This is an optimization exercise on Yosys and OpenROAD, whose aim is small area, not a production implementation. At most, simulation tests tie the RTL to the original design; equivalence was not proved. Only the layout flow was run in runs 4 to 6; the RTL was not checked for function there. Power and IR drop assume default switching activity.

$ cat flow/config.mk
export PLATFORM = sky130hd
export DESIGN_NAME = sha1_msg_pad
export DESIGN_NICKNAME = sha1_msg_pad
export VERILOG_FILES = /design/flow/design.v
export SDC_FILE = /design/flow/constraint.sdc
export NUM_CORES = 4
export LEC_CHECK = 0
export CAP_MARGIN = 20
export CORE_MARGIN = 2
export CORE_UTILIZATION = 40
export SLEW_MARGIN = 20
$ cat flow/constraint.sdc
create_clock -name core_clock -period 5.0 [get_ports {clk}]
set_input_delay 1.0000 -clock core_clock [delete_from_list [all_inputs] [get_ports {clk}]]
set_output_delay 1.0000 -clock core_clock [all_outputs]
set_load 0.01 [all_outputs]
$ cat flow/design.v
package sha1_pkg;
  localparam int SHA1_WORD_W = 32;
  localparam int SHA1_BLK_W  = 512;
  localparam logic [7:0] SHA1_PAD_BYTE = 8'h80;
  localparam logic [31:0] SHA1_H0 = 32'h67452301;
  localparam logic [31:0] SHA1_H1 = 32'hEFCDAB89;
  localparam logic [31:0] SHA1_H2 = 32'h98BADCFE;
  localparam logic [31:0] SHA1_H3 = 32'h10325476;
  localparam logic [31:0] SHA1_H4 = 32'hC3D2E1F0;
  typedef enum logic {
    ACCUM = 1'b0,
    SEND  = 1'b1
  } sha1_pad_state_e;
endpackage
module sha1_pad_word
(
  input  logic [sha1_pkg::SHA1_WORD_W-1:0] in_data,
  input  logic [2:0]             nbytes,
  output logic [sha1_pkg::SHA1_WORD_W-1:0] out_word
);
  always_comb begin
    case (nbytes)
      3'd0:    out_word = {sha1_pkg::SHA1_PAD_BYTE, 24'h0};
      3'd1:    out_word = {in_data[31:24], sha1_pkg::SHA1_PAD_BYTE, 16'h0};
      3'd2:    out_word = {in_data[31:16], sha1_pkg::SHA1_PAD_BYTE, 8'h0};
      3'd3:    out_word = {in_data[31:8], sha1_pkg::SHA1_PAD_BYTE};
      default: out_word = in_data;
    endcase
  end
endmodule
module sha1_msg_pad
#(
  parameter int LEN_W = 23
) (
  input  logic                   clk,
  input  logic                   rst,
  input  logic [sha1_pkg::SHA1_WORD_W-1:0] in_data,
  input  logic                   in_vld,
  input  logic                   in_last,
  input  logic [2:0]             in_bytes,
  output logic                   in_rdy,
  output logic [sha1_pkg::SHA1_BLK_W-1:0]  blk_data,
  output logic                   blk_vld,
  input  logic                   blk_rdy,
  output logic                   blk_first,
  output logic                   blk_final
);
  localparam logic [31:0] MARK_WORD = {sha1_pkg::SHA1_PAD_BYTE, 24'h0};
  sha1_pkg::sha1_pad_state_e    state_q, state_d;
  logic [0:15][31:0]  w_q, w_d;
  logic [3:0]         idx_q, idx_d;
  logic [LEN_W-1:0]   cnt_q, cnt_d;
  logic               pend_q, pend_d;
  logic               mark_q, mark_d;
  logic               first_q, first_d;
  logic               final_q, final_d;
  logic [2:0]         nb;
  logic [5:0]         add_bits;
  logic [LEN_W-1:0]   len_nxt;
  logic [63:0]        len64_nxt;
  logic [63:0]        len64_cur;
  logic [4:0]         pos;
  logic [31:0]        padded;
  assign nb        = (in_bytes > 3'd4) ? 3'd4 : in_bytes;
  assign add_bits  = in_last ? {nb, 3'b000} : 6'd32;
  assign len_nxt   = cnt_q + LEN_W'(add_bits);
  assign len64_nxt = 64'(len_nxt);
  assign len64_cur = 64'(cnt_q);
  assign pos       = (nb == 3'd4) ? ({1'b0, idx_q} + 5'd1) : {1'b0, idx_q};
  sha1_pad_word u_pad_word (
    .in_data  (in_data),
    .nbytes   (nb),
    .out_word (padded)
  );
  always_comb begin
    state_d = state_q;
    w_d     = w_q;
    idx_d   = idx_q;
    cnt_d   = cnt_q;
    pend_d  = pend_q;
    mark_d  = mark_q;
    first_d = first_q;
    final_d = final_q;
    in_rdy  = (state_q == sha1_pkg::ACCUM);
    case (state_q)
      sha1_pkg::ACCUM: begin
        if (in_vld) begin
          cnt_d = len_nxt;
          if (!in_last) begin
            w_d[idx_q] = in_data;
            idx_d      = idx_q + 4'd1;
            if (idx_q == 4'd15) begin
              state_d = sha1_pkg::SEND;
              final_d = 1'b0;
            end
          end else begin
            w_d[idx_q] = padded;
            if (nb == 3'd4 && pos <= 5'd15) w_d[pos[3:0]] = MARK_WORD;
            if (pos <= 5'd13) begin
              w_d[14] = len64_nxt[63:32];
              w_d[15] = len64_nxt[31:0];
              final_d = 1'b1;
            end else begin
              final_d = 1'b0;
              pend_d  = 1'b1;
              mark_d  = (pos == 5'd16);
            end
            state_d = sha1_pkg::SEND;
          end
        end
      end
      sha1_pkg::SEND: begin
        if (blk_rdy) begin
          w_d = '0;
          if (pend_q) begin
            w_d[0]  = mark_q ? MARK_WORD : 32'h0;
            w_d[14] = len64_cur[63:32];
            w_d[15] = len64_cur[31:0];
            final_d = 1'b1;
            pend_d  = 1'b0;
            mark_d  = 1'b0;
            first_d = 1'b0;
          end else begin
            idx_d   = 4'd0;
            state_d = sha1_pkg::ACCUM;
            if (final_q) begin
              first_d = 1'b1;
              final_d = 1'b0;
              cnt_d   = '0;
            end else begin
              first_d = 1'b0;
            end
          end
        end
      end
      default: state_d = sha1_pkg::ACCUM;
    endcase
  end
  always_ff @(posedge clk or posedge rst) begin
    if (rst) begin
      state_q <= sha1_pkg::ACCUM;
      w_q     <= '0;
      idx_q   <= '0;
      cnt_q   <= '0;
      pend_q  <= 1'b0;
      mark_q  <= 1'b0;
      first_q <= 1'b1;
      final_q <= 1'b0;
    end else begin
      state_q <= state_d;
      w_q     <= w_d;
      idx_q   <= idx_d;
      cnt_q   <= cnt_d;
      pend_q  <= pend_d;
      mark_q  <= mark_d;
      first_q <= first_d;
      final_q <= final_d;
    end
  end
  assign blk_data  = w_q;
  assign blk_vld   = (state_q == sha1_pkg::SEND);
  assign blk_first = first_q;
  assign blk_final = final_q;
endmodule
$ cat flow/run.sh
#!/bin/bash
# synth_recipe.tcl (not shown) runs the flow's synth.tcl, then flattens the netlist and writes it again
# the make line also repeats each setting of config.mk as NAME=value (left out here)
make -C /OpenROAD-flow-scripts/flow DESIGN_CONFIG=/design/flow/config.mk WORK_HOME=/design/flow/orfs CLKGATE_MAP_FILE= SYNTH_SCRIPT=/design/flow/synth_recipe.tcl finish
==> parameters.txt, run 1 <==
Parameter                              Value

Place
  GP Congestion    0.914
  Count of buffers inserted at the top-level ports    around 560
  Post-detail-place hpwl    roughly 78 mm
  Cell area reported after detailed placement    around 31,000 sq um

Clock tree
  CTS tree    done
  Buffers inserted by post-CTS timing repair    0
  Clk root buf    clkbuf_16
  Post-CTS clock slew at the launch and capture registers of the worst setup and hold paths    0.07 ns
  Number of instances resized during post-cts repair    0
  Count of hold buffers inserted by post-cts repair    0
  H-tree level count    2
  Clock latency at the later pin of the worst-skew pair    0.64 ns
  Sinks on the clock net    541
  Number of buffers on the longest clock path    3
  TritonCTS buffer count    57

Synthesis
  Yosys top cell area share    0.556
  Synth Warn #    2
  Commonest register cell after synthesis    dfrtp_1
  Count of flip-flops with a built-in enable after synthesis    0
  Leading cell types by count after synthesis    dfrtp_1 (540), nand2_1 (277), o2bb2ai_1 (228)
  Synthesized area    24,300 sq um
  Biggest area consumer among synthesized cells    dfrtp_1
  Synthesized instance count    2,268
  Fraction of synthesis flops using an asynchronous set or reset pin    1.00
  Most common cell in the synthesized netlist    dfrtp_1
  Sequential area share after synthesis    0.557
  Yosys reg bits    541
  Avg Cell Area, Syn    ~11 sq um
  Distinct cell type count after synthesis    90
  Cell types with the largest area share after synthesis    dfrtp_1 (56%), o2bb2ai_1 (8.2%), nand2_1 (4.3%), o21ai_0 (3.9%), a22o_1 (3.0%)
  Post-synthesis net count    2,318

Final layout
  Number of filler instances in the final layout    5,264
  Final standard cell area without fillers    32,800 sq um
  Total number of nets in the final design    2,846
  Ratio of cells with drive above 1 in the final layout    0.0928
  End-of-flow core utilization    0.545
  Area added between synthesis and finish    34.9%

Die
  Die Area    62,800 sq um
  Die Y-Extent    251 um
  Core Footprint    between 60,000 and 70,000 sq um
  Total I/O pin count    556
  Initial core utilization    0.404
  Number of core rows    90
  Die boundary width    251 um

Routing
  WL/cell    30.0 um
  Number of nets still failing antenna checks after routing    0
  Sum of routed wire length over all layers    109 mm
  Initial drt markers    2,338
  Number of DRC violations after detailed routing    0
  First-pass DRT Iterations    6
  Via density per instance    6.20
  Via total after detailed routing    22,500

Worst setup path
  Start point of the critical path    idx_q[1]
  Biggest fanout along the worst timing path    11
  Worst endpoint required time    5.53 ns
  Setup CP Type    reg2reg
  Critical Path Sink Type    register
  Setup slack on the worst flop-to-flop path    0.73 ns
  CP Capture Point    w_q[122]
  Worst endpoint data arrival time    approximately 4.8 ns
  Critical R2R Capture    w_q[122]
  Startpoint type of the worst setup path    register
  Cell count of the worst reg-to-reg path    9
  Launch point of the worst reg-to-reg path    idx_q[1]

GRT
  Pin count of the biggest net entering global routing    100
  Overflow left after global routing    0
  Number of global-route vias before repair    22,200
  Global-route wire length before repair    about 160 mm
  Number of antenna violations at the first check in global routing    3
  Overall fraction of global-route tracks in use    0.340

STA
  Max-slew headroom    0.230
  Highest achievable clock rate    roughly 230 MHz
  Minimum clock period after layout    4.27 ns
  Post-route worst hold slack    slightly below 0.5 ns
  Final clock period utilization by the worst path    0.855
  Total Negative Setup Slacks    0 ns
  Total count of max-transition violations in the final report    0
  Total setup violations reported at the end of the flow    0
  Number of hold violations in the final report    0
  Post-route clock skew    between 0.02 and 0.03 ns
  Setup repair after global routing missed its margin    no
  Transition time at the pin with the least slew margin    1.15 ns

Pwr
  Power Total    ~0.014 W
  Leak    13.8 nW
  Power density over cell area    428 nW/um^2
  Max VDD drop    284 uV

Min path
  Path category of the worst min-delay check    reg2reg

Run status
  Run status  timing/DRC/antenna clean

Flow run
  Max-cap viol count    0
## sequential cells by signal, summed over array words and instances, names as in the netlist
| name | flops |
|---|---|
| state_q | 1 |
| mark_q | 1 |
| w_q | 512 |
| cnt_q | 20 |
| first_q | 1 |
| pend_q | 1 |
| idx_q | 4 |
| final_q | 1 |
## layer usage
layer	GRT usage	vias up	wire, um	share of wire
met5	0	-	13	0.00012
met4	0.154	2	5270	0.048
met3	0.0898	229	10300	0.095
met2	0.517	1203	49100	0.45
met1	0.456	11500	44200	0.41
li1	-	9584	-	-
## where the power goes
group          switching (W)  total (W)  internal [W]
sequential          0.000420    0.00526       0.00484
clock                0.00187    0.00435       0.00248
combinational        0.00273    0.00441       0.00168
total                0.00502     0.0140       0.00901
## cells by family (layout without fill, tap and decap cells)
group / count (synthesis) / count (layout) / synth area share
AOI/OAI and AO/OA: 861 / 861 / 0.273
and+or+nand+nor: 636 / 636 / 0.117
DFF: 541 / 541 / 0.557
buffers and inverters: 190 / 766 / 0.0348
muxes: 20 / 20 / 0.00849
adders and majority gates: 10 / 10 / 0.00545
xor gates and xnor gates: 10 / 10 / 0.00391
other: 0 / 1 / 0
## critical path, cell delays in order (launching register included)
cell and delay, ns:
dfrtp_1 0.63, ha_1 0.37, mux2_2 0.30, ha_1 0.30, xnor2_2 0.44, o21bai_1 0.28, a21oi_1 0.29, a2111oi_2 0.93
nand2_1 0.37, o21ai_0 0.26
## worst min-delay path by stage
stage / start / endpoint / slack [ns] / cells after the start
2_1_floorplan: mark_q / mark_q / 0.47 / 2
3_3_place_gp: w_q[123] / w_q[123] / 0.46 / 2
3_5_place_dp: w_q[488] / w_q[488] / 0.47 / 1
4_1_cts: w_q[35] / w_q[35] / 0.49 / 2
5_1_grt: w_q[254] / w_q[254] / 0.50 / 1
6_report: w_q[45] / w_q[45] / 0.49 / 2
## layout by cell type, fill, tap and decap left out, drive strengths merged, types with 15 or more instances in the layout
cell type / count
clkdlybuf4s50: 554
dfrtp: 540
nand2: 277
o2bb2ai: 249
o21ai: 199
nor2: 180
buf: 92
a21oi: 91
a22o: 82
clkbuf: 81
a32o: 55
nand3: 40
a31oi: 35
nor3: 30
clkinv: 18
and3: 16
a211oi: 16
mux2i: 15
## metrics by stage
step	instances	worst slack [ns]
final	3627	0.727
after global placement	3519	0.251
after global routing	3626	0.516
after floorplan	2268	-3.36
after CTS	3626	0.850
after detailed placement	3519	0.234
## area by class of cell
type                       count  area (sq um)  area share
clock buffer                  81          1670      0.0508
clock inverter                26           262     0.00797
multi-input combinational   1537         10000       0.305
tap                          782           978      0.0298
antenna                        1          2.50   0.0000763
sequential                   541         13500       0.413
timing repair buffer         646          6300       0.192
inverter                      13          52.6     0.00160
==> run 2, diff against run 1 <==
==> flow/design.v (replaced) <==
package sha1_pkg;
  localparam int SHA1_WORD_W = 32;
  localparam int SHA1_BLK_W  = 512;
  localparam logic [7:0] SHA1_PAD_BYTE = 8'h80;
  localparam logic [31:0] SHA1_H0 = 32'h67452301;
  localparam logic [31:0] SHA1_H1 = 32'hEFCDAB89;
  localparam logic [31:0] SHA1_H2 = 32'h98BADCFE;
  localparam logic [31:0] SHA1_H3 = 32'h10325476;
  localparam logic [31:0] SHA1_H4 = 32'hC3D2E1F0;
  typedef enum logic {
    ACCUM = 1'b0,
    SEND  = 1'b1
  } sha1_pad_state_e;
endpackage
module sha1_pad_word
(
  input  logic [sha1_pkg::SHA1_WORD_W-1:0] in_data,
  input  logic [2:0]             nbytes,
  output logic [sha1_pkg::SHA1_WORD_W-1:0] out_word
);
  always_comb begin
    case (nbytes)
      3'd0:    out_word = {sha1_pkg::SHA1_PAD_BYTE, 24'h0};
      3'd1:    out_word = {in_data[31:24], sha1_pkg::SHA1_PAD_BYTE, 16'h0};
      3'd2:    out_word = {in_data[31:16], sha1_pkg::SHA1_PAD_BYTE, 8'h0};
      3'd3:    out_word = {in_data[31:8], sha1_pkg::SHA1_PAD_BYTE};
      default: out_word = in_data;
    endcase
  end
endmodule
module sha1_msg_pad
#(
  parameter int LEN_W = 23
) (
  input  logic                   clk,
  input  logic                   rst,
  input  logic [sha1_pkg::SHA1_WORD_W-1:0] in_data,
  input  logic                   in_vld,
  input  logic                   in_last,
  input  logic [2:0]             in_bytes,
  output logic                   in_rdy,
  output logic [sha1_pkg::SHA1_BLK_W-1:0]  blk_data,
  output logic                   blk_vld,
  input  logic                   blk_rdy,
  output logic                   blk_first,
  output logic                   blk_final
);
  localparam int BC_W = LEN_W - 3;
  logic               snd_q;             
  logic [3:0]         idx_q;             
  logic [BC_W-1:0]    bc_q, bc_d;        
  logic               pend_q;            
  logic               mark_q;            
  logic               first_q;
  logic               final_q;
  logic [0:15][31:0]  w_q;
  logic               acc, xfer, full, start, fits, wcnt;
  logic [4:0]         pos;
  logic [2:0]         nb;
  logic [31:0]        padded, bus0, bus1;
  logic [BC_W-1:0]    bc_base;
  logic [15:0]        en, mk;
  logic               len_sel;
  assign acc   = in_vld & ~snd_q;
  assign xfer  = blk_rdy & snd_q;
  assign full  = in_bytes[2];                    
  assign nb    = full ? 3'd4 : in_bytes;
  assign start = (idx_q == 4'd0);
  assign pos   = {1'b0, idx_q} + {4'd0, full};
  assign fits  = (pos <= 5'd13);
  assign wcnt  = ~in_last | full;               
  sha1_pad_word u_pad_word (
    .in_data  (in_data),
    .nbytes   (nb),
    .out_word (padded)
  );
  assign bus0 = snd_q ? {mark_q, 31'd0} : (in_last ? padded : in_data);
  assign bus1 = (snd_q | start) ? 32'd0 : (in_last ? padded : in_data);
  assign bc_base = (first_q & start) ? '0 : bc_q;
  always_comb begin
    bc_d = bc_q;
    if (acc) begin
      bc_d[BC_W-1:2] = bc_base[BC_W-1:2] + (BC_W-2)'(wcnt);
      bc_d[1:0]      = (in_last & ~full) ? in_bytes[1:0] : 2'd0;
    end
  end
  always_comb begin
    for (int i = 0; i < 16; i++) begin
      en[i] = xfer | (acc & (start | (idx_q == 4'(i))));
      mk[i] = acc & in_last & full & (pos == 5'(i));
    end
  end
  assign len_sel = xfer | (acc & in_last & fits);
  always_ff @(posedge clk) begin
    if (en[0]) w_q[0] <= bus0;
    for (int i = 1; i < 16; i++) begin
      if (en[i]) w_q[i][30:0] <= bus1[30:0];
      if (en[i] | mk[i]) w_q[i][31] <= bus1[31] | mk[i];
    end
    if (len_sel) w_q[15][LEN_W-1:3] <= bc_d;
    if (acc) bc_q <= bc_d;
  end
  always_ff @(posedge clk or posedge rst) begin
    if (rst) begin
      snd_q   <= 1'b0;
      idx_q   <= 4'd0;
      pend_q  <= 1'b0;
      mark_q  <= 1'b0;
      first_q <= 1'b1;
      final_q <= 1'b0;
    end else if (acc) begin
      idx_q <= in_last ? 4'd0 : idx_q + 4'd1;
      if (in_last) begin
        snd_q   <= 1'b1;
        final_q <= fits;
        pend_q  <= ~fits;
        mark_q  <= (pos == 5'd16);
      end else if (idx_q == 4'd15) begin
        snd_q   <= 1'b1;
        final_q <= 1'b0;
      end
    end else if (xfer) begin
      if (pend_q) begin
        final_q <= 1'b1;
        pend_q  <= 1'b0;
        first_q <= 1'b0;
      end else begin
        snd_q   <= 1'b0;
        first_q <= final_q;
      end
    end
  end
  assign blk_data  = w_q;
  assign in_rdy    = ~snd_q;
  assign blk_vld   = snd_q;
  assign blk_first = first_q;
  assign blk_final = final_q;
endmodule
==> parameters.txt, run 2 <==
Parameter                              Value

Synthesis
  Post-synthesis net count    951
  Count of flip-flops with a built-in enable after synthesis    about 530
  Biggest area consumer among synthesized cells    edfxtp_1
  Synth Warn #    2
  Yosys top cell area share    0.865
  Sequential area share after synthesis    0.878
  Commonest register cell after synthesis    edfxtp_1
  Most common cell in the synthesized netlist    edfxtp_1
  Yosys reg bits    541
  Leading cell types by count after synthesis    edfxtp_1 (532), nand2_1 (59), and3_1 (36)
  Synthesized instance count    903
  Cell types with the largest area share after synthesis    edfxtp_1 (87%), mux2_4 (1.5%), and3_1 (1.2%), nand2_1 (1.2%), dfrtp_1 (1.1%)
  Distinct cell type count after synthesis    between 50 and 60
  Avg Cell Area, Syn    ~20 sq um
  Synthesized area    roughly 18,000 sq um
  Fraction of synthesis flops using an asynchronous set or reset pin    0.0166

Pwr
  Leak    between 9 and 10 nW
  Power density over cell area    roughly 530 nW/um^2
  Max VDD drop    314 uV
  Power Total    between 0.01 and 0.015 W

Final layout
  Total number of nets in the final design    1,567
  Top Registers    w_q: 512 flops, bc_q: 20 flops, idx_q: 4 flops
  Area of combinational cells with multiple inputs    2240 sq um
  Most frequent standard cell in the layout excluding fill and tap cells    clkdlybuf4s50_1
  Total area of sequential cells    16,200 sq um
  Most flop-heavy register    w_q
  Number of filler instances in the final layout    3,454
  Ratio of cells with drive above 1 in the final layout    0.0985
  Most frequent cells in the layout    clkdlybuf4s50_1 (555), edfxtp_1 (532), nand2_1 (58)
  Number of flip-flops in the largest register    512
  End-of-flow core utilization    0.593
  Area added between synthesis and finish    46.1%

Routing
  Via density per instance    5.03
  Number of DRC violations after detailed routing    0
  First-pass DRT Iterations    5
  WL/cell    27.3 um
  Via total after detailed routing    10,900
  Number of nets still failing antenna checks after routing    0
  Sum of routed wire length over all layers    59.2 mm
  Initial drt markers    886

Clock tree
  Number of buffers on the longest clock path    3
  Buffers inserted by post-CTS timing repair    0
  H-tree level count    2
  Number of instances resized during post-cts repair    0
  Post-CTS clock slew at the launch and capture registers of the worst setup and hold paths    0.06 ns
  Clock latency at the later pin of the worst-skew pair    0.59 ns
  Sinks on the clock net    541
  TritonCTS buffer count    54
  Clk root buf    clkbuf_16
  CTS tree    done
  Count of hold buffers inserted by post-cts repair    0

STA
  Total setup violations reported at the end of the flow    0
  Transition time at the pin with the least slew margin    roughly 1.1 ns
  Setup repair after global routing missed its margin    no
  Total Negative Setup Slacks    0 ns
  Highest achievable clock rate    271 MHz
  Post-route worst hold slack    0.514 ns
  Number of hold violations in the final report    0
  Final clock period utilization by the worst path    0.738
  Max-slew headroom    0.291
  Minimum clock period after layout    3.69 ns
  Total count of max-transition violations in the final report    0
  Post-route clock skew    0.0143 ns

Die
  Core Footprint    around 45,000 sq um
  Die Area    about 48,000 sq um
  Total I/O pin count    556
  Die Y-Extent    219 um
  Number of core rows    78
  Die boundary width    between 200 and 250 um
  Initial core utilization    0.406

Place
  GP Congestion    0.872
  Count of buffers inserted at the top-level ports    555
  Post-detail-place hpwl    41.9 mm

GRT
  Pin count of the biggest net entering global routing    33
  Overall fraction of global-route tracks in use    0.240
  Number of antenna violations at the first check in global routing    4
  Global-route wire length before repair    79.9 mm
  Overflow left after global routing    0
  Number of global-route vias before repair    roughly 10,000

Min path
  Source of the worst hold timing path    first_q
  Path category of the worst min-delay check    reg2reg

Worst setup path
  Worst endpoint data arrival time    4.02 ns
  Biggest fanout along the worst timing path    21
  Launch point of the worst reg-to-reg path    idx_q[2]
  Setup CP Type    in2reg
  Startpoint type of the worst setup path    primary input
  Worst endpoint required time    between 5 and 6 ns
  Start point of the critical path    in_bytes[2]
  Critical Path Sink Type    register

Run status
  Run status  timing/DRC/antenna clean

Flow run
  Max-cap viol count    0
==> run 2: changes by cell type in the layout (fill, tap and decap cells not counted), moves of 31 or more <==
cell       change
a21oi_1       -77
a22o_1        -79
a31oi_1       -31
a32o_1        -55
buf_4         -61
dfrtp_1      -532
edfxtp_1     +532
nand2_1      -218
nor2_1       -158
o21ai_0      -170
o2bb2ai_1    -227
==> run 2: path summary, 6_finish.rpt <==
check,slack [ns],cells past startpoint,to
setup / recovery,1.31,9,w_q[19]
hold / removal,0.51,2,first_q
setup reg to reg,1.50,6,w_q[19]
hold reg to reg,0.51,2,first_q
max in group asynchronous,3.99,2,first_q
min in group asynchronous,0.69,2,idx_q[0]
==> run 2: layout make-up <==
type / instances / share of cell area
antenna: 4 / 0.000371
clock buffer: 68 / 0.0529
clock inverter: 32 / 0.0151
inverter: 14 / 0.00195
multi-input combinational: 321 / 0.0831
sequential: 541 / 0.601
tap: 600 / 0.0278
timing repair buffer: 587 / 0.218
==> run 2: layer usage <==
layer / vias to the layer above / track usage / share of wire
met4: 0 / 0.0759 / 0.027
met2: 488 / 0.404 / 0.50
li1: 4735 / - / -
met5: - / 0 / 0
met1: 5582 / 0.304 / 0.39
met3: 91 / 0.0633 / 0.075
==> run 2: stage by stage <==
step / setup slack [ns] / cell area, sq um / cells
final: 1.31 / 27000 / 2167
after global placement: 0.780 / 25100 / 2062
after CTS: 1.32 / 26900 / 2162
after global routing: 1.16 / 27000 / 2167
after floorplan: 0.264 / 18500 / 903
after detailed placement: 0.705 / 25100 / 2062
==> run 2: worst max-delay path, cell delays in order <==
cell             delay [ns]
clkdlybuf4s50_1        0.46
ha_1                   0.25
ha_1                   0.45
o21a_1                 0.15
a31o_1                 0.14
a221oi_2               0.11
nor2_4                 0.72
nand2_1                0.37
buf_4                  0.33
==> run 2: cell families (layout without fill, tap and decap cells) <==
logic type	Yosys count	count (layout)	share of synthesized area
adder cells (fa/ha/maj)	8	8	0.00542
multiplexers	22	22	0.0172
XOR/XNOR	8	8	0.00380
buffers and inverters	41	701	0.0101
other	0	4	0
AND/OR/NAND/NOR	216	216	0.0634
AO/OA/AOI/OAI	67	67	0.0223
flip-flops	541	541	0.878
==> run 2: report_power, final <==
| group | leakage (nW) | total, W | internal, W | switching (W) |
|---|---|---|---|---|
| logic | 3.39 | 0.00352 | 0.00158 | 0.00194 |
| clock network | 0.897 | 0.00422 | 0.00253 | 0.00169 |
| registers | 5.32 | 0.00653 | 0.00622 | 0.000313 |
==> run 3, diff against run 2 <==
==> flow/flow/run.sh (new file) <==
#!/bin/bash
# Standard ORFS layout, with two changes that affect only area:
#  - the port buffers are the smallest buffer cell (buf_1) instead of buffer_ports' default pick;
#  - CTS builds the clock tree from small clock buffers and inserts no dummy loads.
set -euo pipefail
export BUFFER_PORTS_ARGS="-buffer_cell sky130_fd_sc_hd__buf_1"
export CTS_ARGS="-sink_clustering_enable -repair_clock_nets -dont_use_dummy_load -buf_list {sky130_fd_sc_hd__clkbuf_4 sky130_fd_sc_hd__clkbuf_8}"
bash standard.sh finish > standard_flow.log 2>&1
==> flow/standard.sh (new file) <==
#!/bin/bash
# synth_recipe.tcl (not shown) runs the flow's synth.tcl, then flattens the netlist and writes it again
# the make line also repeats each setting of config.mk as NAME=value (left out here)
make -C /OpenROAD-flow-scripts/flow DESIGN_CONFIG=/design/flow/config.mk WORK_HOME=/design/flow/orfs CLKGATE_MAP_FILE= SYNTH_SCRIPT=/design/flow/synth_recipe.tcl "${@:-finish}"
removed: flow/run.sh
==> parameters.txt, run 3 <==
Parameter                              Value

Synthesis
  Synthesized area    18,500 sq um
  Fraction of synthesis flops using an asynchronous set or reset pin    0.0166
  Count of flip-flops with a built-in enable after synthesis    532
  Most common cell in the synthesized netlist    edfxtp_1
  Leading cell types by count after synthesis    edfxtp_1 (532), nand2_1 (59), and3_1 (36)
  Post-synthesis net count    951
  Yosys top cell area share    0.865
  Biggest area consumer among synthesized cells    edfxtp_1
  Synthesized instance count    903
  Avg Cell Area, Syn    20.4 sq um
  Yosys reg bits    541
  Sequential area share after synthesis    0.878
  Commonest register cell after synthesis    edfxtp_1
  Synth Warn #    2
  Distinct cell type count after synthesis    51
  Cell types with the largest area share after synthesis    edfxtp_1 (87%), mux2_4 (1.5%), and3_1 (1.2%), nand2_1 (1.2%), dfrtp_1 (1.1%)

Final layout
  Ratio of cells with drive above 1 in the final layout    0.102
  Most frequent standard cell in the layout excluding fill and tap cells    buf_1
  Top Registers    w_q: 512 flops, bc_q: 20 flops, idx_q: 4 flops
  Area of combinational cells with multiple inputs    2240 sq um
  Most frequent cells in the layout    buf_1 (555), edfxtp_1 (532), clkbuf_8 (86)
  Total area of sequential cells    16,200 sq um
  Non-filler cells in the finished layout    ~2,100
  Number of filler instances in the final layout    roughly 3,900
  End-of-flow core utilization    0.500
  Number of flip-flops in the largest register    512
  Most flop-heavy register    w_q
  Total number of nets in the final design    about 1,600
  Area added between synthesis and finish    23.1%

Worst setup path
  Worst endpoint required time    5.35 ns
  Critical Path Sink Type    register
  Setup slack on the worst flop-to-flop path    1.39 ns
  Worst endpoint data arrival time    3.96 ns
  Startpoint type of the worst setup path    register
  Cell count of the worst reg-to-reg path    7
  Critical R2R Capture    w_q[16]
  Biggest fanout along the worst timing path    21
  Setup CP Type    reg2reg
  Launch point of the worst reg-to-reg path    snd_q

Place
  Count of buffers inserted at the top-level ports    555
  Placed cells    2,057
  GP Congestion    0.871
  Post-detail-place hpwl    40.2 mm

STA
  Number of hold violations in the final report    0
  Total setup violations reported at the end of the flow    0
  Transition time at the pin with the least slew margin    1.14 ns
  Highest achievable clock rate    277 MHz
  Minimum clock period after layout    ~3.6 ns
  Post-route worst hold slack    0.326 ns
  Total count of max-transition violations in the final report    0
  Max-slew headroom    0.236
  Setup repair after global routing missed its margin    no
  Post-route clock skew    0.0424 ns
  Total Negative Setup Slacks    0 ns
  Final clock period utilization by the worst path    0.721

Clock tree
  TritonCTS buffer count    86
  Clk root buf    clkbuf_8
  Sinks on the clock net    541
  Buffers inserted by post-CTS timing repair    0
  Number of instances resized during post-cts repair    0
  Count of hold buffers inserted by post-cts repair    0
  Post-CTS clock slew at the launch and capture registers of the worst setup and hold paths    0.05 ns
  CTS tree    done
  Number of buffers on the longest clock path    3
  H-tree level count    3
  Clock latency at the later pin of the worst-skew pair    0.66 ns

Flow run
  Max-cap viol count    0

Routing
  Via density per instance    5.11
  First-pass DRT Iterations    5
  Number of nets still failing antenna checks after routing    0
  Number of DRC violations after detailed routing    0
  WL/cell    between 20 and 30 um
  Initial drt markers    994
  Via total after detailed routing    11,000
  Sum of routed wire length over all layers    57.2 mm

Pwr
  Leak    7.81 nW
  Power Total    0.0120 W
  Power density over cell area    528 nW/um^2
  Max VDD drop    about 260 uV

GRT
  Number of antenna violations at the first check in global routing    6
  Global-route wire length before repair    77.7 mm
  Number of global-route vias before repair    10,700
  Overflow left after global routing    0
  Overall fraction of global-route tracks in use    0.234
  Pin count of the biggest net entering global routing    33

Run status
  Run status  timing/DRC/antenna clean

Die
  Initial core utilization    0.406
  Number of core rows    between 70 and 80
  Die Area    47,900 sq um
  Core Footprint    45,500 sq um
  Die boundary width    roughly 220 um
  Total I/O pin count    556
  Die Y-Extent    219 um

Min path
  Path category of the worst min-delay check    in2async
run 3: cell counts after synthesis:
No cell type changed its count.
run 3: worst max-delay path by stage:
stage / startpoint / endpoint / slack, ns / depth (start not counted)
floorplan: in_vld / w_q[447] / 0.26 / 8
global placement: in_bytes[2] / w_q[19] / 1.21 / 9
detailed placement: in_bytes[2] / w_q[22] / 1.08 / 9
CTS: snd_q / w_q[344] / 1.40 / 5
global route: snd_q / w_q[16] / 1.08 / 7
finish: snd_q / w_q[16] / 1.39 / 7
run 3: through the flow:
step	worst slack [ns]	instance area [sq um]
5_1_grt	1.08	22700
6_report	1.39	22700
2_1_floorplan	0.264	18500
4_1_cts	1.40	22700
3_5_place_dp	1.08	21500
3_3_place_gp	1.21	21500
run 3: cells by family (layout without fill, tap and decap cells):
| family | after synthesis | in the layout | synth area share |
|---|---|---|---|
| compound gates | 67 | 67 | 0.0223 |
| buf+inv | 41 | 681 | 0.0101 |
| mux | 22 | 22 | 0.0172 |
| simple gates | 216 | 216 | 0.0634 |
| other cells | 0 | 4 | 0 |
| xor+xnor | 8 | 8 | 0.00380 |
| fa+ha+maj | 8 | 8 | 0.00542 |
| flops | 541 | 541 | 0.878 |
run 3: per-layer routing:
metal | vias up | wire, um | track usage
met3 | 103 | 4280 | 0.0600
met5 | - | 25 | 0
met2 | 528 | 28900 | 0.390
met4 | 4 | 1880 | 0.100
met1 | 5603 | 22100 | 0.290
li1 | 4739 | - | -
run 3: final cells by class:
class                   count  share of cell area
repair buffers            581               0.101
flip-flops and latches    541               0.713
diodes                      4            0.000440
clock buffers              86              0.0521
inverters                  14             0.00231
multi-input cells         321              0.0985
well taps                 600              0.0330
run 3: report_power, final:
| part | internal, W | switching (W) |
|---|---|---|
| combinational | 0.000563 | 0.00185 |
| sequential | 0.00623 | 0.000354 |
| clock | 0.00151 | 0.00149 |
| total | 0.00831 | 0.00369 |
run 3: worst max-delay path, cell delays in order, from the launching register on:
cell	delay [ns]
dfrtp_1	0.70
nand2b_1	0.64
inv_2	0.20
nand2_1	0.25
a221oi_2	0.09
nor2_4	0.73
nand2_1	0.38
buf_4	0.33
==> run 4, diff against run 3 <==
--- a/flow/design.v
+++ b/flow/design.v
@@ -48,26 +48,30 @@
   localparam int BC_W = LEN_W - 3;
   logic               snd_q;             
-  logic [3:0]         idx_q;             
+  logic               fresh_q;           
   logic [BC_W-1:0]    bc_q, bc_d;        
   logic               pend_q;            
-  logic               mark_q;            
   logic               first_q;
   logic               final_q;
   logic [0:15][31:0]  w_q;
-  logic               acc, xfer, full, start, fits, wcnt;
+  logic               acc, xfer, full, start, fits, wcnt, mark;
+  logic [3:0]         idx;
   logic [4:0]         pos;
   logic [2:0]         nb;
-  logic [31:0]        padded, bus0, bus1;
+  logic [31:0]        padded, dat;
   logic [BC_W-1:0]    bc_base;
-  logic [15:0]        en, mk;
-  logic               len_sel;
-  assign acc   = in_vld & ~snd_q;
-  assign xfer  = blk_rdy & snd_q;
-  assign full  = in_bytes[2];                    
-  assign nb    = full ? 3'd4 : in_bytes;
-  assign start = (idx_q == 4'd0);
-  assign pos   = {1'b0, idx_q} + {4'd0, full};
-  assign fits  = (pos <= 5'd13);
-  assign wcnt  = ~in_last | full;               
+  logic [0:15][31:0]  w_d;
+  logic [15:0]        wr, mk;
+  logic               clr, len_sel;
+  assign acc     = in_vld & ~snd_q;
+  assign xfer    = blk_rdy & snd_q;
+  assign bc_base = fresh_q ? '0 : bc_q;
+  assign idx     = bc_base[5:2];                 
+  assign start   = (idx == 4'd0);
+  assign full    = in_bytes[2];                  
+  assign nb      = full ? 3'd4 : in_bytes;
+  assign pos     = {1'b0, idx} + {4'd0, full};
+  assign fits    = (pos <= 5'd13);
+  assign wcnt    = ~in_last | full;              
+  assign mark    = (bc_q[5:0] == 6'd0);
   sha1_pad_word u_pad_word (
     .in_data  (in_data),
@@ -75,7 +79,5 @@
     .out_word (padded)
   );
-  assign bus0 = snd_q ? {mark_q, 31'd0} : (in_last ? padded : in_data);
-  assign bus1 = (snd_q | start) ? 32'd0 : (in_last ? padded : in_data);
-  assign bc_base = (first_q & start) ? '0 : bc_q;
+  assign dat = in_last ? padded : in_data;
   always_comb begin
     bc_d = bc_q;
@@ -87,16 +89,20 @@
   always_comb begin
     for (int i = 0; i < 16; i++) begin
-      en[i] = xfer | (acc & (start | (idx_q == 4'(i))));
+      wr[i] = acc & (idx == 4'(i));
       mk[i] = acc & in_last & full & (pos == 5'(i));
     end
   end
+  assign clr     = xfer | (acc & start);
   assign len_sel = xfer | (acc & in_last & fits);
+  always_comb begin
+    for (int i = 0; i < 16; i++)
+      w_d[i] = (w_q[i] & {32{~clr}}) | (dat & {32{wr[i]}});
+    for (int i = 1; i < 16; i++)
+      w_d[i][31] = w_d[i][31] | mk[i];
+    w_d[0][31] = w_d[0][31] | (xfer & mark);
+    w_d[15][LEN_W-1:3] = w_d[15][LEN_W-1:3] | (bc_d & {(LEN_W-3){len_sel}});
+  end
   always_ff @(posedge clk) begin
-    if (en[0]) w_q[0] <= bus0;
-    for (int i = 1; i < 16; i++) begin
-      if (en[i]) w_q[i][30:0] <= bus1[30:0];
-      if (en[i] | mk[i]) w_q[i][31] <= bus1[31] | mk[i];
-    end
-    if (len_sel) w_q[15][LEN_W-1:3] <= bc_d;
+    w_q <= w_d;
     if (acc) bc_q <= bc_d;
   end
@@ -104,17 +110,15 @@
     if (rst) begin
       snd_q   <= 1'b0;
-      idx_q   <= 4'd0;
+      fresh_q <= 1'b1;
       pend_q  <= 1'b0;
-      mark_q  <= 1'b0;
       first_q <= 1'b1;
       final_q <= 1'b0;
     end else if (acc) begin
-      idx_q <= in_last ? 4'd0 : idx_q + 4'd1;
+      fresh_q <= 1'b0;
       if (in_last) begin
         snd_q   <= 1'b1;
         final_q <= fits;
         pend_q  <= ~fits;
-        mark_q  <= (pos == 5'd16);
-      end else if (idx_q == 4'd15) begin
+      end else if (idx == 4'd15) begin
         snd_q   <= 1'b1;
         final_q <= 1'b0;
@@ -128,4 +132,5 @@
         snd_q   <= 1'b0;
         first_q <= final_q;
+        fresh_q <= final_q;
       end
     end
==> flow/flow/run.sh (replaced) <==
#!/bin/bash
# Standard ORFS layout (the standard.sh), with two changes that affect only area:
#  - the port buffers are the smallest buffer cell (buf_1) instead of buffer_ports' default pick;
#  - CTS builds the clock tree from clkbuf_8 cells in clusters of at most 15 sinks within 60 um,
#    and inserts no dummy loads.
# The make output goes to standard_flow.log; each ORFS step writes its own log under orfs/logs.
set -euo pipefail
export BUFFER_PORTS_ARGS="-buffer_cell sky130_fd_sc_hd__buf_1"
export CTS_ARGS="-sink_clustering_enable -repair_clock_nets -dont_use_dummy_load -buf_list {sky130_fd_sc_hd__clkbuf_8} -sink_clustering_size 15 -sink_clustering_max_diameter 60"
bash standard.sh finish > standard_flow.log 2>&1
==> parameters.txt, run 4 <==
Parameter                              Value

Routing
  Number of nets still failing antenna checks after routing    0
  WL/cell    around 25 um
  First-pass DRT Iterations    5
  Via total after detailed routing    roughly 15,000
  Via density per instance    5.67
  Number of DRC violations after detailed routing    0
  Initial drt markers    1,359
  Sum of routed wire length over all layers    approximately 65 mm

Die
  Core Footprint    43,300 sq um
  Die boundary width    214 um
  Number of core rows    between 70 and 80
  Initial core utilization    0.408
  Total I/O pin count    556
  Die Y-Extent    214 um
  Die Area    45,800 sq um

Worst setup path
  Worst endpoint required time    5.53 ns
  Critical Path Sink Type    register
  Critical-path top delay cell    and2_4
  Worst endpoint data arrival time    3.62 ns
  Biggest fanout along the worst timing path    76
  Setup slack on the worst flop-to-flop path    1.90 ns
  Maximum cell stage delay along the critical path    0.86 ns
  Startpoint type of the worst setup path    register
  Cells along the critical path    nand2b_1 > inv_1 > o21ai_4 > and2_4 > buf_4 > o2bb2ai_1
  Setup CP Type    reg2reg

Place
  Post-detail-place hpwl    approximately 44 mm
  GP Congestion    0.860
  Cell area reported after detailed placement    20,200 sq um
  Minimum setup slack after placement    1.50 ns
  Count of buffers inserted at the top-level ports    555

GRT
  Number of antenna violations at the first check in global routing    2
  Global-route wire length before repair    approximately 95 mm
  Overall fraction of global-route tracks in use    0.272
  Overflow left after global routing    0
  Pin count of the biggest net entering global routing    92
  Number of global-route vias before repair    13,900

Final layout
  Most frequent standard cell in the layout excluding fill and tap cells    buf_1
  Total number of nets in the final design    around 2,000
  Area added between synthesis and finish    17.9%
  Ratio of cells with drive above 1 in the final layout    0.0500
  Number of flip-flops in the largest register    512
  Number of filler instances in the final layout    4,161
  Most frequent cells in the layout    buf_1 (555), dfxtp_1 (512), o2bb2ai_1 (448)
  Diodes inserted    0
  Most flop-heavy register    w_q
  Top Registers    w_q: 512 flops, bc_q: 20 flops
  Final standard cell area without fillers    20,800 sq um

STA
  Max-slew headroom    0.216
  Setup ws final    1.90 ns
  Post-route worst hold slack    0.253 ns
  Total count of max-transition violations in the final report    0
  Final clock period utilization by the worst path    0.619
  Highest achievable clock rate    323 MHz
  Total setup violations reported at the end of the flow    0
  Minimum clock period after layout    3.10 ns
  Transition time at the pin with the least slew margin    between 1 and 1.5 ns
  Setup repair after global routing missed its margin    no
  Total Negative Setup Slacks    0 ns
  Number of hold violations in the final report    0
  Post-route clock skew    0.0298 ns

Synthesis
  Synth Warn #    2
  Leading cell types by count after synthesis    dfxtp_1 (512), o2bb2ai_1 (448), clkbuf_1 (155)
  Biggest area consumer among synthesized cells    dfxtp_1
  Sequential area share after synthesis    0.622
  Avg Cell Area, Syn    around 12 sq um
  Yosys reg bits    537
  Yosys top cell area share    0.581
  Distinct cell type count after synthesis    59
  Commonest register cell after synthesis    dfxtp_1
  Cell types with the largest area share after synthesis    dfxtp_1 (58%), o2bb2ai_1 (22%), edfxtp_1 (3.4%), clkbuf_1 (3.3%), nand3_1 (2.0%)
  Synthesized area    approximately 18,000 sq um
  Count of flip-flops with a built-in enable after synthesis    20
  Post-synthesis net count    1,556
  Most common cell in the synthesized netlist    dfxtp_1
  Synthesized instance count    roughly 1,500
  Fraction of synthesis flops using an asynchronous set or reset pin    0.00931

Clock tree
  Number of instances resized during post-cts repair    0
  Clock latency at the later pin of the worst-skew pair    slightly above 0.6 ns
  Buffers inserted by post-CTS timing repair    0
  H-tree level count    2
  Count of hold buffers inserted by post-cts repair    0
  Sinks on the clock net    537
  Number of buffers on the longest clock path    3
  TritonCTS buffer count    43
  Clk root buf    clkbuf_8
  Post-CTS clock slew at the launch and capture registers of the worst setup and hold paths    0.09 ns
  CTS tree    done

Pwr
  Switching power of the nets    0.00353 W
  Combinational share of power    0.251
  Clock share of power    0.207
  Max VDD drop    roughly 270 uV
  Power Total    0.0102 W
  Part of the power in registers    0.541
  Leak    between 6 and 7 nW
  Switching portion of total power    0.346
  Power density over cell area    492 nW/um^2
  Cell internal power dissipation    0.00669 W

Min path
  Path category of the worst min-delay check    in2async

Flow run
  Max-cap viol count    0

Run status
  Run status  timing/DRC/antenna clean
## run 4: cell types whose count changed after synthesis, moves of 33 or more
| cell | previous run | this run |
|---|---|---|
| edfxtp_1 | 532 | 20 |
| and3_1 | 36 | 3 |
| clkbuf_1 | 15 | 155 |
| nand3_1 | 13 | 72 |
| o2bb2ai_1 | 1 | 448 |
| dfxtp_1 | 0 | 512 |
## run 4: power groups by stage
stage                     sequential [W]  clock (W)  combinational, W
after floorplan                  0.00583          0           0.00118
after global placement           0.00560          0           0.00252
after detailed placement         0.00561          0           0.00255
after CTS                        0.00552    0.00216           0.00255
after global routing             0.00561    0.00233           0.00275
final                            0.00553    0.00212           0.00257
## run 4: cell families (layout without fill, tap and decap cells)
family / count (synthesis) / count (layout) / share of synthesized area
flip-flops: 537 / 537 / 0.622
AO/OA/AOI/OAI: 560 / 560 / 0.266
buffers and inverters: 175 / 642 / 0.0374
AND/OR/NAND/NOR: 219 / 219 / 0.0626
XOR/XNOR: 16 / 16 / 0.00795
multiplexers: 3 / 3 / 0.00184
adder cells (fa/ha/maj): 3 / 3 / 0.00213
## run 4: routing by layer
metal / track usage / up-vias / wire length [um]
li1: - / 6645 / -
met1: 0.363 / 7028 / 27700
met2: 0.418 / 735 / 29100
met3: 0.0690 / 126 / 5670
met4: 0.118 / 0 / 2670
met5: 0 / - / 0
## run 4: cell type report
| class | count | area, sq um | share of cell area |
|---|---|---|---|
| Timing Repair Buffer | 590 | 2390 | 0.115 |
| Clock buffer | 43 | 592 | 0.0285 |
| Inverter | 9 | 33.8 | 0.00163 |
| Multi-Input combinational cell | 801 | 6060 | 0.291 |
| Tap cell | 585 | 732 | 0.0352 |
| Sequential cell | 537 | 11000 | 0.528 |
## run 4: critical path: cells and delay by family (launching register included)
kind,cells,cell delay [ns]
and+or+nand+nor,2,1.36
AOI/OAI and AO/OA,2,0.26
DFF,1,0.63
buffers and inverters,2,0.72
## run 4: per-stage QoR
stage / utilization / std cells
6_report: 0.480 / 2565
5_1_grt: 0.480 / 2565
4_1_cts: 0.480 / 2564
3_5_place_dp: 0.466 / 2521
3_3_place_gp: 0.466 / 2521
2_1_floorplan: - / 1513
## run 4: final timing paths
path | end | start | cells after the start
min in group core_clock | w_q[184] | w_q[184] | 1
worst min-delay path | final_q | rst | 2
worst max register to register | w_q[59] | snd_q | 6
worst max-delay path | w_q[59] | snd_q | 6
max in group asynchronous | fresh_q | rst | 2
worst min register to register | w_q[184] | w_q[184] | 1
==> run 5, diff against run 4 <==
--- a/flow/config.mk
+++ b/flow/config.mk
@@ -8,4 +8,4 @@
 export CAP_MARGIN = 20
 export CORE_MARGIN = 2
-export CORE_UTILIZATION = 40
+export CORE_UTILIZATION = 65
 export SLEW_MARGIN = 20
==> parameters.txt, run 5 <==
Parameter                              Value

Run status
  Run status  timing/DRC/antenna clean

Synthesis
  Post-synthesis compound-gate area fraction    0.266
  Synthesized instance count    about 1,500
  Combinational family with the most area after synthesis    compound AO/OA/AOI/OAI gates
  Share of synthesized cell area in full adder, half adder and majority cells    0.00213
  Distinct cell type count after synthesis    a little under 60
  Synthesized area    17,600 sq um
  Post-synthesis net count    1,556
  Cell types with the largest area share after synthesis    dfxtp_1 (58%), o2bb2ai_1 (22%), edfxtp_1 (3.4%), clkbuf_1 (3.3%), nand3_1 (2.0%)
  Count of flip-flops with a built-in enable after synthesis    20
  Avg Cell Area, Syn    11.7 sq um
  Area fraction in and, or, nand and nor cells after synthesis    0.0626
  Mux cell area share after synthesis    0.00184
  Fraction of synthesis flops using an asynchronous set or reset pin    0.00931
  Leading cell types by count after synthesis    dfxtp_1 (512), o2bb2ai_1 (448), clkbuf_1 (155)
  Commonest register cell after synthesis    dfxtp_1
  Yosys reg bits    537
  Biggest area consumer among synthesized cells    dfxtp_1
  Synth Warn #    2
  Sequential area share after synthesis    0.622
  Yosys top cell area share    0.581
  Most common cell in the synthesized netlist    dfxtp_1
  Share of the synthesized netlist area taken by xor and xnor gates    0.00795

Clock tree
  H-tree level count    2
  TritonCTS buffer count    42
  Clock latency at the later pin of the worst-skew pair    0.60 ns
  Sinks on the clock net    approximately 540
  Count of hold buffers inserted by post-cts repair    0
  Buffers inserted by post-CTS timing repair    0
  CTS tree    done
  Number of instances resized during post-cts repair    0
  Clk root buf    clkbuf_8
  Number of buffers on the longest clock path    3
  Post-CTS clock slew at the launch and capture registers of the worst setup and hold paths    0.10 ns

GRT
  Overflow left after global routing    0
  Global-route wire length before repair    between 80 and 90 mm
  Pin count of the biggest net entering global routing    125
  Overall fraction of global-route tracks in use    0.414
  Number of global-route vias before repair    around 14,000
  Number of antenna violations at the first check in global routing    0

Die
  Die Area    28,500 sq um
  Number of core rows    60
  Core Footprint    roughly 27,000 sq um
  Die Y-Extent    roughly 170 um
  Initial core utilization    0.658
  Total I/O pin count    556
  Die boundary width    169 um

STA
  Post-route worst hold slack    0.311 ns
  Setup repair after global routing missed its margin    no
  Minimum clock period after layout    3.04 ns
  Highest achievable clock rate    ~330 MHz
  Total Negative Setup Slacks    0 ns
  Post-route clock skew    around 0.069 ns
  Max-slew headroom    0.198
  Number of hold violations in the final report    0
  Final clock period utilization by the worst path    0.607
  Total count of max-transition violations in the final report    0
  Total setup violations reported at the end of the flow    0
  Transition time at the pin with the least slew margin    1.20 ns

Pwr
  Switching portion of total power    0.347
  Clock share of power    0.205
  Max VDD drop    298 uV
  Cell internal power dissipation    0.00666 W
  Combinational share of power    0.250
  Power density over cell area    between 400 and 500 nW/um^2
  Switching power of the nets    between 0.003 and 0.004 W
  Part of the power in registers    0.545
  Leak    6.88 nW

Flow run
  Max-cap viol count    0

Routing
  First-pass DRT Iterations    7
  Initial drt markers    1,783
  Via total after detailed routing    15,200
  WL/cell    26.9 um
  Sum of routed wire length over all layers    62.2 mm
  Number of DRC violations after detailed routing    0
  Via density per instance    6.57
  Number of nets still failing antenna checks after routing    0

Worst setup path
  Maximum cell stage delay along the critical path    0.61 ns
  Cells along the critical path    nand2b_1 > inv_1 > o21ai_4 > and2_4 > buf_12 > o2bb2ai_1
  Critical Path Sink Type    register
  Setup slack on the worst flop-to-flop path    just under 2 ns
  Kind of cell with the highest combined delay on the critical path    simple AND/OR/NAND/NOR gates
  Worst endpoint required time    5.47 ns
  Setup CP Type    reg2reg
  Crit path buffers/inverters    2
  Startpoint type of the worst setup path    register
  Critical R2R Capture    w_q[307]
  Biggest fanout along the worst timing path    124
  Worst endpoint data arrival time    3.50 ns
  Critical-path top delay cell    dfrtp_1
  Launch point of the worst reg-to-reg path    snd_q
  Cell count of the worst reg-to-reg path    6

Final layout
  Diodes inserted    0
  End-of-flow core utilization    0.761
  Most flop-heavy register    w_q
  Area added between synthesis and finish    15.7%
  Number of filler instances in the final layout    1,945
  Most frequent cells in the layout    buf_1 (555), dfxtp_1 (512), o2bb2ai_1 (448)
  Top Registers    w_q: 512 flops, bc_q: 20 flops
  Total number of nets in the final design    2,014
  Ratio of cells with drive above 1 in the final layout    0.0437
  Most frequent standard cell in the layout excluding fill and tap cells    buf_1
  Number of flip-flops in the largest register    just over 500

Place
  GP Congestion    0.940
  Count of buffers inserted at the top-level ports    555
  Post-detail-place hpwl    roughly 41 mm

Min path
  Path category of the worst min-delay check    in2async
==> run 5: cell types whose count changed in the layout (fill, tap and decap cells not counted), sizes merged <==
cell and change:
clkbuf -1, buf -10
==> run 5: kinds of logic (layout without fill, tap and decap cells) <==
kind of cell               count (synthesis)  in the layout
buffers and inverters                    175            631
AOI/OAI and AO/OA                        560            560
adders and majority gates                  3              3
xor gates and xnor gates                  16             16
and+or+nand+nor                          219            219
DFF                                      537            537
muxes                                      3              3
==> run 5: worst max path at each step <==
| stage | start | to | slack, ns | depth (start not counted) |
|---|---|---|---|---|
| after floorplan | in_bytes[2] | w_q[17] | 1.70 | 9 |
| after global placement | in_vld | w_q[54] | 1.61 | 7 |
| after detailed placement | in_vld | w_q[147] | 1.55 | 7 |
| after CTS | bc_q[4] | w_q[15] | 2.10 | 5 |
| after global routing | snd_q | w_q[141] | 1.85 | 6 |
| final | snd_q | w_q[307] | 1.96 | 6 |
==> run 5: layout make-up <==
class                      instances  area [sq um]  area share
tap                              341           427      0.0209
timing repair buffer             580          2320       0.114
multi-input combinational        801          6060       0.297
inverter                           9          33.8     0.00166
sequential                       537         11000       0.538
clock buffer                      42           578      0.0283
==> run 5: worst register-to-register path, cell delays in order, from the launching register on <==
cell,delay (ns)
dfrtp_1,0.61
nand2b_1,0.52
inv_1,0.18
o21ai_4,0.30
and2_4,0.61
buf_12,0.46
o2bb2ai_1,0.30
==> run 5: per-stage QoR <==
step / instances / worst slack, ns / instance area [sq um] / power (W)
2_1_floorplan: 1513 / 1.70 / 17600 / 0.00702
3_3_place_gp: 2268 / 1.61 / 19800 / 0.00807
3_5_place_dp: 2268 / 1.55 / 19800 / 0.00812
4_1_cts: 2310 / 2.10 / 20400 / 0.0101
5_1_grt: 2310 / 1.85 / 20400 / 0.0105
6_report: 2310 / 1.96 / 20400 / 0.0102
==> run 5: power by group through the flow <==
stage,sequential [W],clock [W],combinational [W]
after global placement,0.00560,0,0.00247
after detailed placement,0.00561,0,0.00251
after CTS,0.00553,0.00207,0.00251
after global routing,0.00562,0.00223,0.00269
after floorplan,0.00583,0,0.00118
final,0.00556,0.00209,0.00255
==> run 5: metal layers <==
layer	share of wire	track usage	wire (um)
met5	0	0	0
met1	0.38	0.523	23500
met2	0.45	0.635	27800
met4	0.069	0.254	4290
met3	0.11	0.114	6580
==> run 6, diff against run 5 <==
--- a/flow/config.mk
+++ b/flow/config.mk
@@ -6,4 +6,5 @@
 export NUM_CORES = 4
 export LEC_CHECK = 0
+export ABC_AREA = 1
 export CAP_MARGIN = 20
 export CORE_MARGIN = 2
==> parameters.txt, run 6 <==
Parameter                              Value

Synthesis
  Synthesized instance count    between 2,000 and 2,500
  Synth Warn #    2
  Distinct cell type count after synthesis    29
  Yosys reg bits    537
  Fraction of synthesis flops using an asynchronous set or reset pin    0.00931
  Count of flip-flops with a built-in enable after synthesis    20
  Biggest area consumer among synthesized cells    dfxtp_1
  Synthesized area    17,500 sq um
  Most common cell in the synthesized netlist    nand2_1
  Commonest register cell after synthesis    dfxtp_1
  Yosys top cell area share    0.585
  Cell types with the largest area share after synthesis    dfxtp_1 (58%), nand2_1 (14%), o21ai_0 (12%), edfxtp_1 (3.4%), clkbuf_1 (1.8%)
  Post-synthesis net count    2,065
  Leading cell types by count after synthesis    nand2_1 (670), dfxtp_1 (512), o21ai_0 (436)
  Avg Cell Area, Syn    between 8 and 9 sq um
  Sequential area share after synthesis    0.626

Clock tree
  Number of instances resized during post-cts repair    0
  Clk root buf    clkbuf_8
  Clock latency at the later pin of the worst-skew pair    0.58 ns
  TritonCTS buffer count    42
  Post-CTS clock slew at the launch and capture registers of the worst setup and hold paths    0.09 ns
  Sinks on the clock net    537
  Buffers inserted by post-CTS timing repair    0
  Number of buffers on the longest clock path    3
  H-tree level count    2
  Count of hold buffers inserted by post-cts repair    0
  CTS tree    done

Pwr
  Leak    7.41 nW
  Power Total    0.0106 W
  Combinational share of power    0.280
  Cell internal power dissipation    0.00664 W
  Power density over cell area    524 nW/um^2
  Part of the power in registers    0.526
  Max VDD drop    roughly 340 uV
  Clock share of power    0.194
  Switching portion of total power    0.372
  Switching power of the nets    0.00394 W

Worst setup path
  Worst endpoint required time    5.46 ns
  Setup slack on the worst flop-to-flop path    roughly 1.9 ns
  Critical R2R Capture    w_q[196]
  Biggest fanout along the worst timing path    31
  Setup CP Type    in2reg
  Critical Path Sink Type    register
  Launch point of the worst reg-to-reg path    snd_q
  Cell count of the worst reg-to-reg path    5
  Startpoint type of the worst setup path    primary input
  Worst endpoint data arrival time    between 3 and 4 ns

Final layout
  Diodes inserted    0
  Top Registers    w_q: 512 flops, bc_q: 20 flops
  Non-filler cells in the finished layout    2,834
  Area added between synthesis and finish    15.2%
  Most flop-heavy register    w_q
  Number of flip-flops in the largest register    approximately 510
  Most frequent cells in the layout    nand2_1 (665), buf_1 (555), dfxtp_1 (512)
  Most frequent standard cell in the layout excluding fill and tap cells    nand2_1
  Total number of nets in the final design    2,538
  Ratio of cells with drive above 1 in the final layout    0.0329

Routing
  Via density per instance    5.84
  Sum of routed wire length over all layers    between 60 and 70 mm
  First-pass DRT Iterations    6
  Initial drt markers    1,890
  Number of nets still failing antenna checks after routing    0
  WL/cell    ~22 um
  Via total after detailed routing    ~17,000
  Number of DRC violations after detailed routing    0

GRT
  Global-route wire length before repair    90.7 mm
  Pin count of the biggest net entering global routing    102
  Number of global-route vias before repair    between 15,000 and 20,000
  Number of antenna violations at the first check in global routing    1
  Overflow left after global routing    0
  Overall fraction of global-route tracks in use    0.413

Die
  Die boundary width    168 um
  Die Area    28,300 sq um
  Total I/O pin count    556
  Initial core utilization    0.656
  Number of core rows    60
  Core Footprint    26,700 sq um
  Die Y-Extent    168 um

STA
  Final clock period utilization by the worst path    0.633
  Setup repair after global routing missed its margin    no
  Transition time at the pin with the least slew margin    1.17 ns
  Number of hold violations in the final report    0
  Highest achievable clock rate    316 MHz
  Total Negative Setup Slacks    0 ns
  Minimum clock period after layout    3.16 ns
  Max-slew headroom    0.220
  Total count of max-transition violations in the final report    0
  Total setup violations reported at the end of the flow    0
  Post-route clock skew    approximately 0.074 ns

Run status
  Run status  timing/DRC/antenna clean

Min path
  Path category of the worst min-delay check    in2async

Place
  Post-detail-place hpwl    42.9 mm
  Count of buffers inserted at the top-level ports    555
  Placed cells    2,792
  GP Congestion    1.00

Flow run
  Max-cap viol count    0
==> run 6: changes by cell type after synthesis, sizes merged, moves of 35 or more <==
cell     change
buf         +49
inv         +35
nand2      +607
clkbuf      -71
o21ai      +448
o2bb2ai    -448
nand3       -37
==> run 6: cell type report <==
| cell class | count | area (sq um) |
|---|---|---|
| Multi-Input combinational cell | 1297 | 5800 |
| Inverter | 44 | 165 |
| Clock buffer | 42 | 578 |
| Timing Repair Buffer | 573 | 2250 |
| Sequential cell | 537 | 11000 |
| Fill cell | 2094 | 6530 |
| Tap cell | 341 | 427 |
==> run 6: worst max-delay path by stage <==
stage,startpoint,endpoint,slack (ns),depth (start not counted)
final,in_vld,w_q[196],1.84,5
after global routing,snd_q,w_q[252],1.79,7
after CTS,in_vld,w_q[196],1.96,5
after detailed placement,in_vld,w_q[196],1.37,5
after global placement,in_vld,w_q[213],1.54,7
after floorplan,in_last,bc_q[16],2.11,13
==> run 6: metrics by stage <==
step,utilization,hold slack [ns],area [sq um],setup WS [ns]
2_1_floorplan,-,0.480,17500,2.11
3_3_place_gp,0.733,0.436,19600,1.54
3_5_place_dp,0.734,0.444,19600,1.37
4_1_cts,0.755,0.272,20200,1.96
5_1_grt,0.756,0.295,20200,1.79
6_report,0.756,0.283,20200,1.84
==> run 6: per-layer routing <==
layer  up-vias  global-route usage  part of all wire
met5         -                   0                 0
met4         0               0.223             0.062
met3       199               0.120              0.11
met2      1045               0.658              0.46
met1      7796               0.509              0.37
li1       7501                   -                 -
==> run 6: kinds of logic after synthesis <==
logic type               count (synthesis)  share of synthesized area
flip-flops                             537                      0.626
adder cells (fa/ha/maj)                  3                    0.00214
AO/OA/AOI/OAI                          526                      0.154
buffers and inverters                  188                     0.0445
AND/OR/NAND/NOR                        760                      0.169
XOR/XNOR                                 8                    0.00400
==> run 6: power by group through the flow <==
stage	Clock (W)	Combinational, W	Sequential, W
6_report	0.00206	0.00296	0.00556
5_1_grt	0.00219	0.00321	0.00563
4_1_cts	0.00204	0.00290	0.00554
3_5_place_dp	0	0.00290	0.00562
3_3_place_gp	0	0.00284	0.00560
2_1_floorplan	0	0.00144	0.00590
==> run 6: worst max-delay path, cell delays in order <==
cell     delay [ns]
buf_1          0.18
nand2_1        0.35
nor4_2         0.64
nand2_1        0.88
o21ai_0        0.55

re-timing with driven ports:
How much do the figures lean on ideal ports? The routed layouts below were timed once more, with nothing changed but the port constraints.
Step 1 (the two cells are an assumption about what drives the block):
set clk [get_ports {clk}]
set_driving_cell -lib_cell sky130_fd_sc_hd__clkbuf_16 $clk
set_driving_cell -lib_cell sky130_fd_sc_hd__buf_2 [delete_from_list [all_inputs] $clk]
Step 2 adds t to the input delays and takes it off the output delays; t is the mean of the earliest and latest rising clock arrival at the registers after step 1. Input paths then give back, and output paths get back, about the clock's delay inside the block.
Three values: no drivers, after step 1, after step 2; two values: the first two.
run	t (ns)	setup WS [ns]	hold WS [ns]	worst register clock-pin slew, ns	cell pins on the clock port's net
run 1	0.686	0.727 / 0.727 / 0.051	0.487 / 0.487 / 0.487	0.07 / 0.07	1
run 2	0.641	1.308 / 1.334 / 0.693	0.514 / 0.514 / 0.514	0.07 / 0.07	1
run 3	0.680	1.394 / 1.394 / 1.007	0.326 / 0.300 / 0.521	0.06 / 0.06	1
run 4	0.655	1.903 / 1.903 / 1.428	0.253 / 0.218 / 0.466	0.10 / 0.10	1
run 5	0.617	1.963 / 1.963 / 1.437	0.311 / 0.283 / 0.469	0.10 / 0.10	1
run 6	0.590	1.837 / 1.858 / 1.268	0.283 / 0.261 / 0.461	0.10 / 0.10	1
After both steps every run listed still meets setup and hold. For run 1, which loses most, drivers alone change the setup slack by 0.000 ns; drivers and shift together by -0.676 ns.
